From an optimization exercise on the open Yosys and OpenROAD flow, aimed at small area and a short achievable clock period; shortcuts taken in it are not production practice. Function was checked by simulation only, so behaviour that the tests miss may differ from the original. Power and IR drop assume default switching activity.

## sierra
// note_lane_scroller
module note_lane_scroller #(
  parameter  int LANES   = note_pkg::DEF_LANES,
  parameter  int SLOTS   = 40,
  parameter  int POS_W   = note_pkg::DEF_POS_W,
  parameter  int SPEED_W = 4,
  parameter  int SPAWN_Y = note_pkg::DEF_SPAWN_Y,
  parameter  int HIT_Y   = note_pkg::DEF_HIT_Y,
  parameter  int HIT_WIN = note_pkg::DEF_HIT_WIN,
  localparam int IDX_W   = $clog2(SLOTS),
  localparam int LANE_W  = $clog2(LANES),
  localparam int CNT_W   = $clog2(SLOTS + 1)
) (
  input  logic               clock,
  input  logic               reset_n,
  input  logic               tick,
  input  logic [SPEED_W-1:0] speed,
  input  logic               chart_valid,
  input  logic [LANES-1:0]   chart_lanes,
  output logic               chart_ready,
  input  logic [LANES-1:0]   strum,
  output logic [LANES-1:0]   hit,
  output logic [LANES-1:0]   miss,
  output logic [LANES-1:0]   bad_strum,
  input  logic [IDX_W-1:0]   rd_idx,
  output logic               rd_valid,
  output logic [LANE_W-1:0]  rd_lane,
  output logic [POS_W-1:0]   rd_pos,
  output logic [CNT_W-1:0]   active_count,
  output logic               overflow
);
  localparam int PW = 9;
  localparam logic [PW-1:0] P_OFS   = 9'd11;
  localparam logic [PW-1:0] P_SPAWN = PW'(SPAWN_Y) + P_OFS;
  localparam int NQ = 4;                        
  localparam int QS = SLOTS / NQ;
  ...
export LEC_CHECK = 0
export CAP_MARGIN = 30
export CORE_MARGIN = 2
export CORE_UTILIZATION = 55
export GPL_TIMING_DRIVEN = 0
export PLACE_DENSITY = 0.7
export SLEW_MARGIN = 30
create_clock -name core_clock -period 95.0 [get_ports {clock}]
standard.sh (not shown) runs the stock make flow with config.mk's settings and CLKGATE_MAP_FILE= SYNTH_SCRIPT=/design/flow/synth_recipe.tcl, a recipe that flattens the netlist after the stock synthesis.
==> flow/flow/run.sh <==
#!/bin/bash
# Layout flow: the standard ORFS flow (standard.sh) with these changes:
#  - synthesis maps the logic for area (our ABC script, flow/abc_area.script, and no Yosys
#    full-adder extraction); registers
#    are mapped exactly as in the standard synthesis (flow/synth.tcl);
#  - ports are buffered with sky130_fd_sc_hd__buf_2;
#  - the resizer's setup repair works toward a setup margin (flow/margin.txt), so that it
#    shortens the paths that set the achieved clock period. The clock and constraints are the standard flow's;
#  - clock tree synthesis arguments come from flow/cts_args.txt;
#  - further ORFS make variables come from flow/extra_make.txt.
# Each step's full output goes to a log file in this folder.
set -euo pipefail
HERE=$(pwd)
FLOWDIR=$HERE/flow
MARGIN=$(cat $FLOWDIR/margin.txt)
CTSARGS=$(cat $FLOWDIR/cts_args.txt)
sed -e "s|SYNTH_SCRIPT=[^ ]*|SYNTH_SCRIPT=$FLOWDIR/synth.tcl|" standard.sh > own_synth.sh
sed -e "s|\"\${@:-finish}\"|SETUP_SLACK_MARGIN=$MARGIN BUFFER_PORTS_ARGS=\"-buffer_cell sky130_fd_sc_hd__buf_2\" CTS_ARGS=\"$CTSARGS\" $(cat $FLOWDIR/extra_make.txt) \"\${@:-finish}\"|" standard.sh > own_layout.sh
export CUSTOM_ABC_SCRIPT=$FLOWDIR/abc_area.script
bash own_synth.sh synth > flow_synth.log 2>&1
bash own_layout.sh > flow_layout.log 2>&1
==> flow/flow/abc_area.script <==
&get -n; &st; &dch -f; &nf -a -R 1000; &put
==> flow/flow/cts_args.txt <==
-sink_clustering_enable -repair_clock_nets -dont_use_dummy_load -buf_list sky130_fd_sc_hd__clkbuf_8 -sink_clustering_size 12 -sink_clustering_max_diameter 100
==> flow/flow/extra_make.txt <==
REMOVE_ABC_BUFFERS=1
==> flow/flow/margin.txt <==
72
==> flow/flow/synth.tcl <==
proc synth {args} { yosys synth -nofsm -noshare {*}$args }
# Map combinational logic for area: use our own ABC script in place of the one ORFS picks.
proc abc {args} {
  set i [lsearch -exact $args -script]
  if { $i >= 0 } { lset args [expr {$i + 1}] $::env(CUSTOM_ABC_SCRIPT) }
  yosys abc {*}$args
}
# Leave adders to ABC instead of Yosys's full/half-adder cell extraction.
proc extract_fa {args} { }
source $::env(SCRIPTS_DIR)/synth.tcl
# left out here: clear keep_hierarchy, flatten, clean up, hide names made inside functions, write 1_2_yosys.v
What fjord does differently from sierra at the input level:
-- flow/flow/run.sh --
<<< sierra, line 3
#  - synthesis maps the logic for area (our ABC script, flow/abc_area.script, and no Yosys
#    full-adder extraction); registers
>>> fjord, line 3
#  - synthesis maps the logic for area (ABC "map -a", no Yosys full-adder extraction); registers
<<< sierra, line 9
#  - clock tree synthesis arguments come from flow/cts_args.txt;
#  - further ORFS make variables come from flow/extra_make.txt.
>>> fjord, line 8
#  - clock tree synthesis arguments come from flow/cts_args.txt.
<<< sierra, line 18
sed -e "s|\"\${@:-finish}\"|SETUP_SLACK_MARGIN=$MARGIN BUFFER_PORTS_ARGS=\"-buffer_cell sky130_fd_sc_hd__buf_2\" CTS_ARGS=\"$CTSARGS\" $(cat $FLOWDIR/extra_make.txt) \"\${@:-finish}\"|" standard.sh > own_layout.sh
>>> fjord, line 16
sed -e "s|\"\${@:-finish}\"|SETUP_SLACK_MARGIN=$MARGIN BUFFER_PORTS_ARGS=\"-buffer_cell sky130_fd_sc_hd__buf_2\" CTS_ARGS=\"$CTSARGS\" \"\${@:-finish}\"|" standard.sh > own_layout.sh
-- flow/config.mk --
<<< sierra, line 12
export PLACE_DENSITY = 0.7
>>> fjord, line 12
export PLACE_DENSITY = 0.62
removed: flow/flow/extra_make.txt
Results
- fjord did not stop at any stage, and its layout met the timing, DRC and antenna checks.
- Going from sierra to fjord, number of cells traversed by the worst register-to-register path shrank by a few percent.
- Between sierra and fjord, the vias after detailed routing does not differ in any meaningful way.
- fjord vs. sierra: count of plain and timing-repair buffers went down by 6.1%.
- Per the comparison of fjord with sierra, HPWL reported at the end of detailed placement closely matched the old numbers, setup slack of the critical path after layout moved down, fmax now sits at about the same level, global routing usage summed across all routing layers -0.19 points.
#### Input delta (indigo over fjord)
==> flow/flow/abc_area.script <==
strash; dch; map -a
==> flow/flow/margin.txt <==
73
-- flow/config.mk --
<<< fjord, line 8
export CAP_MARGIN = 30
>>> indigo, line 8
export CAP_MARGIN = 20
<<< fjord, line 10
export CORE_UTILIZATION = 55
>>> indigo, line 10
export CORE_UTILIZATION = 45
<<< fjord, line 12
export PLACE_DENSITY = 0.62
export SLEW_MARGIN = 30
>>> indigo, line 12
export PLACE_DENSITY = 0.6
export SLEW_MARGIN = 20
Results
Diff indigo and fjord: area after synthesis higher in indigo. On cell count: between indigo and fjord, it ends up lower for fjord. The mean cell area of the mapped netlist of indigo falls short of that of fjord by 21%.
## Diff of input files: ember against indigo
==> flow/flow/abc_area.script <==
&get -n; &st; &dch -f; &nf -a -R 1000; &put
==> flow/flow/margin.txt <==
72
-- flow/config.mk --
<<< indigo, line 8
export CAP_MARGIN = 20
>>> ember, line 8
export CAP_MARGIN = 30
<<< indigo, line 10
export CORE_UTILIZATION = 45
export GPL_TIMING_DRIVEN = 0
export PLACE_DENSITY = 0.6
export SLEW_MARGIN = 20
>>> ember, line 10
export CORE_UTILIZATION = 55
export GPL_TIMING_DRIVEN = 1
export PLACE_DENSITY = 0.7
export SLEW_MARGIN = 30
Notes after the runs:
Going from indigo to ember, net load switching power decreased by 11% relative to the old numbers, cell count saw a decrease, highest fanout seen on the critical path higher, maximum frequency moved down.
Going from indigo to ember, fraction of synthesized cell area in xor and xnor cells has increased, die area has decreased, final routed wire length divided by cell count has increased.

== v4 ==
note_lane_scroller, a different RTL version from the one above (not shown whole).
Size in the first run: roughly 5900 cells after synthesis, ~530 flip-flops, ~55 I/O pins, ~0.045 mm² of cells after synthesis.
Settings: LEC_CHECK=0, CAP_MARGIN=30, CORE_MARGIN=2, CORE_UTILIZATION=55, GPL_TIMING_DRIVEN=0, PLACE_DENSITY=0.7, SLEW_MARGIN=30; clock period 95.0 ns.
==> flow/flow/run.sh <==
#!/bin/bash
# Layout flow: the standard ORFS flow (standard.sh) with these changes:
#  - synthesis maps the logic for area (ABC "map -a", no Yosys full-adder extraction); registers
#    are mapped exactly as in the standard synthesis (flow/synth.tcl);
#  - ports are buffered with sky130_fd_sc_hd__buf_2;
#  - the resizer's setup repair works toward a setup margin (flow/margin.txt), so that it
#    shortens the paths that set the achieved clock period. The clock and constraints are the standard flow's;
#  - clock tree synthesis arguments come from flow/cts_args.txt.
# Each step's full output goes to a log file in this folder.
set -euo pipefail
HERE=$(pwd)
FLOWDIR=$HERE/flow
MARGIN=$(cat $FLOWDIR/margin.txt)
CTSARGS=$(cat $FLOWDIR/cts_args.txt)
sed -e "s|SYNTH_SCRIPT=[^ ]*|SYNTH_SCRIPT=$FLOWDIR/synth.tcl|" standard.sh > own_synth.sh
sed -e "s|\"\${@:-finish}\"|SETUP_SLACK_MARGIN=$MARGIN BUFFER_PORTS_ARGS=\"-buffer_cell sky130_fd_sc_hd__buf_2\" CTS_ARGS=\"$CTSARGS\" \"\${@:-finish}\"|" standard.sh > own_layout.sh
export CUSTOM_ABC_SCRIPT=$FLOWDIR/abc_area.script
bash own_synth.sh synth > flow_synth.log 2>&1
bash own_layout.sh > flow_layout.log 2>&1
==> flow/flow/abc_area.script <==
&get -n; &st; &dch -f; &nf -a -R 1000; &put
==> flow/flow/margin.txt <==
72.5
Scripts as last shown in full above: flow/flow/cts_args.txt, flow/flow/synth.tcl
Relative to v4, the following input files were edited for v5:
- CORE_UTILIZATION changed from 55 to 45
- CAP_MARGIN changed from 30 to 20
- PLACE_DENSITY changed from 0.7 to 0.6
- CTS_CLUSTER_SIZE newly set to 30
- SLEW_MARGIN changed from 30 to 20
- CTS_BUF_LIST newly set to sky130_fd_sc_hd__clkbuf_8
==> flow/flow/run.sh <==
#!/bin/bash
# Layout flow: the standard ORFS flow with three changes:
#  - synthesis maps the logic for area (ABC "map -a", no Yosys full-adder extraction); registers
#    are mapped exactly as in the standard synthesis;
#  - ports are buffered with sky130_fd_sc_hd__buf_2;
#  - the resizer's setup repair works toward a setup margin (flow/margin.txt), so that it
#    shortens the paths that set the achieved clock period. The clock and constraints are the standard flow's.
# Each step's full output goes to a log file in this folder.
set -euo pipefail
HERE=$(pwd)
FLOWDIR=$HERE/flow
MARGIN=$(cat $FLOWDIR/margin.txt)
sed -e "s|SYNTH_SCRIPT=[^ ]*|SYNTH_SCRIPT=$FLOWDIR/synth.tcl|" standard.sh > own_synth.sh
sed -e "s|\"\${@:-finish}\"|SETUP_SLACK_MARGIN=$MARGIN BUFFER_PORTS_ARGS=\"-buffer_cell sky130_fd_sc_hd__buf_2\" \"\${@:-finish}\"|" standard.sh > own_layout.sh
export CUSTOM_ABC_SCRIPT=$FLOWDIR/abc_area.script
bash own_synth.sh synth > flow_synth.log 2>&1
bash own_layout.sh > flow_layout.log 2>&1
==> flow/flow/abc_area.script <==
strash; dch; map -a
==> flow/flow/margin.txt <==
72
removed: flow/flow/cts_args.txt
==> run summary <==
Changes observed in v5 relative to v4: clock distribution area overhead in the final layout increased by 2.8 points relative to the old numbers, wire length the detailed router placed on met1 went up by 25000 µm, sequential share of layout area went down 0.56 points.
Combinational power: v5 higher than v4
v4 → v5: clock-buffer cell count moved up, layout-stage area growth over the synthesis result up 0.19 points.
v5 vs v4 — global-route usage dropped 2.2 points.
Compared v5 vs v4, and power density relative to cell area is up in v5.
Modified inputs, v37 compared to v5
- SLEW_MARGIN: 20 -> 30
- CAP_MARGIN: 20 -> 30
- CTS_BUF_LIST: sky130_fd_sc_hd__clkbuf_8 -> unset
- CTS_CLUSTER_SIZE: 30 -> unset
==> flow/flow/run.sh <==
#!/bin/bash
# Layout flow: the standard ORFS flow (standard.sh) with these changes:
#  - synthesis maps the logic for area (ABC "map -a", no Yosys full-adder extraction); registers
#    are mapped exactly as in the standard synthesis (flow/synth.tcl);
#  - ports are buffered with sky130_fd_sc_hd__buf_2;
#  - the resizer's setup repair works toward a setup margin (flow/margin.txt), so that it
#    shortens the paths that set the achieved clock period. The clock and constraints are the standard flow's;
#  - clock tree synthesis arguments come from flow/cts_args.txt.
# Each step's full output goes to a log file in this folder.
set -euo pipefail
HERE=$(pwd)
FLOWDIR=$HERE/flow
MARGIN=$(cat $FLOWDIR/margin.txt)
CTSARGS=$(cat $FLOWDIR/cts_args.txt)
sed -e "s|SYNTH_SCRIPT=[^ ]*|SYNTH_SCRIPT=$FLOWDIR/synth.tcl|" standard.sh > own_synth.sh
sed -e "s|\"\${@:-finish}\"|SETUP_SLACK_MARGIN=$MARGIN BUFFER_PORTS_ARGS=\"-buffer_cell sky130_fd_sc_hd__buf_2\" CTS_ARGS=\"$CTSARGS\" \"\${@:-finish}\"|" standard.sh > own_layout.sh
export CUSTOM_ABC_SCRIPT=$FLOWDIR/abc_area.script
bash own_synth.sh synth > flow_synth.log 2>&1
bash own_layout.sh > flow_layout.log 2>&1
==> flow/flow/abc_area.script <==
&get -n; &st; &dch -f; &nf -a -R 1000; &put
==> flow/flow/cts_args.txt (new file) <==
-sink_clustering_enable -repair_clock_nets -dont_use_dummy_load -buf_list sky130_fd_sc_hd__clkbuf_8 -sink_clustering_size 12 -sink_clustering_max_diameter 100
==> comparison <==
Relative to v5, post-synthesis to final-layout area growth has decreased by 1.5 points in v37.
From v5 to v37 the numbers moved as follows: proportion of power drawn by the clock network lost 5.6 points, total routed wire length on the met1 layer decreased 12%, post-cts repair resize count saw a decrease, clock-buffer cell count now sits lower.
Clock tree skew after final layout on v37 is down relative to v5.
Post-route clock period utilization: v5 vs v37 — no meaningful difference
v37 vs v5, layout inverter count without the clock tree went down by 90%.
v37 vs v5: total standard cell area after synthesis down by a few percent
v37 improves on v5 in finished layout cell area.

==> port drivers added, routing unchanged <==
Ports are ideal in the flow. The routed layouts listed here were re-timed in OpenROAD. Step 1 assumes that a clkbuf_16 drives the clock port and a buf_2 every other input. Step 2 times the ports against the registers' clock, not the clock port: input delays grow and output delays shrink by t, the midpoint of the rising clock arrivals with the driver on. Three values: no drivers, after step 1, after step 2; two values: the first two.
| run | shift t [ns] | setup WS [ns] | clock arrival spread, ns | slew at the worst register clock pin (ns) | cell pins on the clock port's net |
|---|---|---|---|---|---|
| sierra | 0.783 | 72.082 / 72.127 / 71.344 | 0.127 / 0.127 | 0.12 / 0.12 | 1 |
| fjord | 0.812 | 72.020 / 72.073 / 71.261 | 0.074 / 0.074 | 0.11 / 0.11 | 1 |
| indigo | 0.893 | 72.497 / 72.487 / 71.595 | 0.033 / 0.033 | 0.11 / 0.11 | 1 |
| ember | 0.788 | 72.097 / 72.147 / 71.359 | 0.072 / 0.072 | 0.12 / 0.12 | 1 |
| v4 | 0.841 | 72.102 / 71.924 / 71.084 | 0.069 / 0.069 | 0.11 / 0.11 | 1 |
| v5 | 0.904 | 71.904 / 71.928 / 71.023 | 0.073 / 0.073 | 0.09 / 0.09 | 1 |
| v37 | 0.830 | 71.983 / 72.015 / 71.185 | 0.064 / 0.065 | 0.11 / 0.11 | 1 |
After both steps every run listed still meets setup and hold. For v4, which loses most, drivers alone change the setup slack by -0.178 ns; drivers and shift together by -1.018 ns.
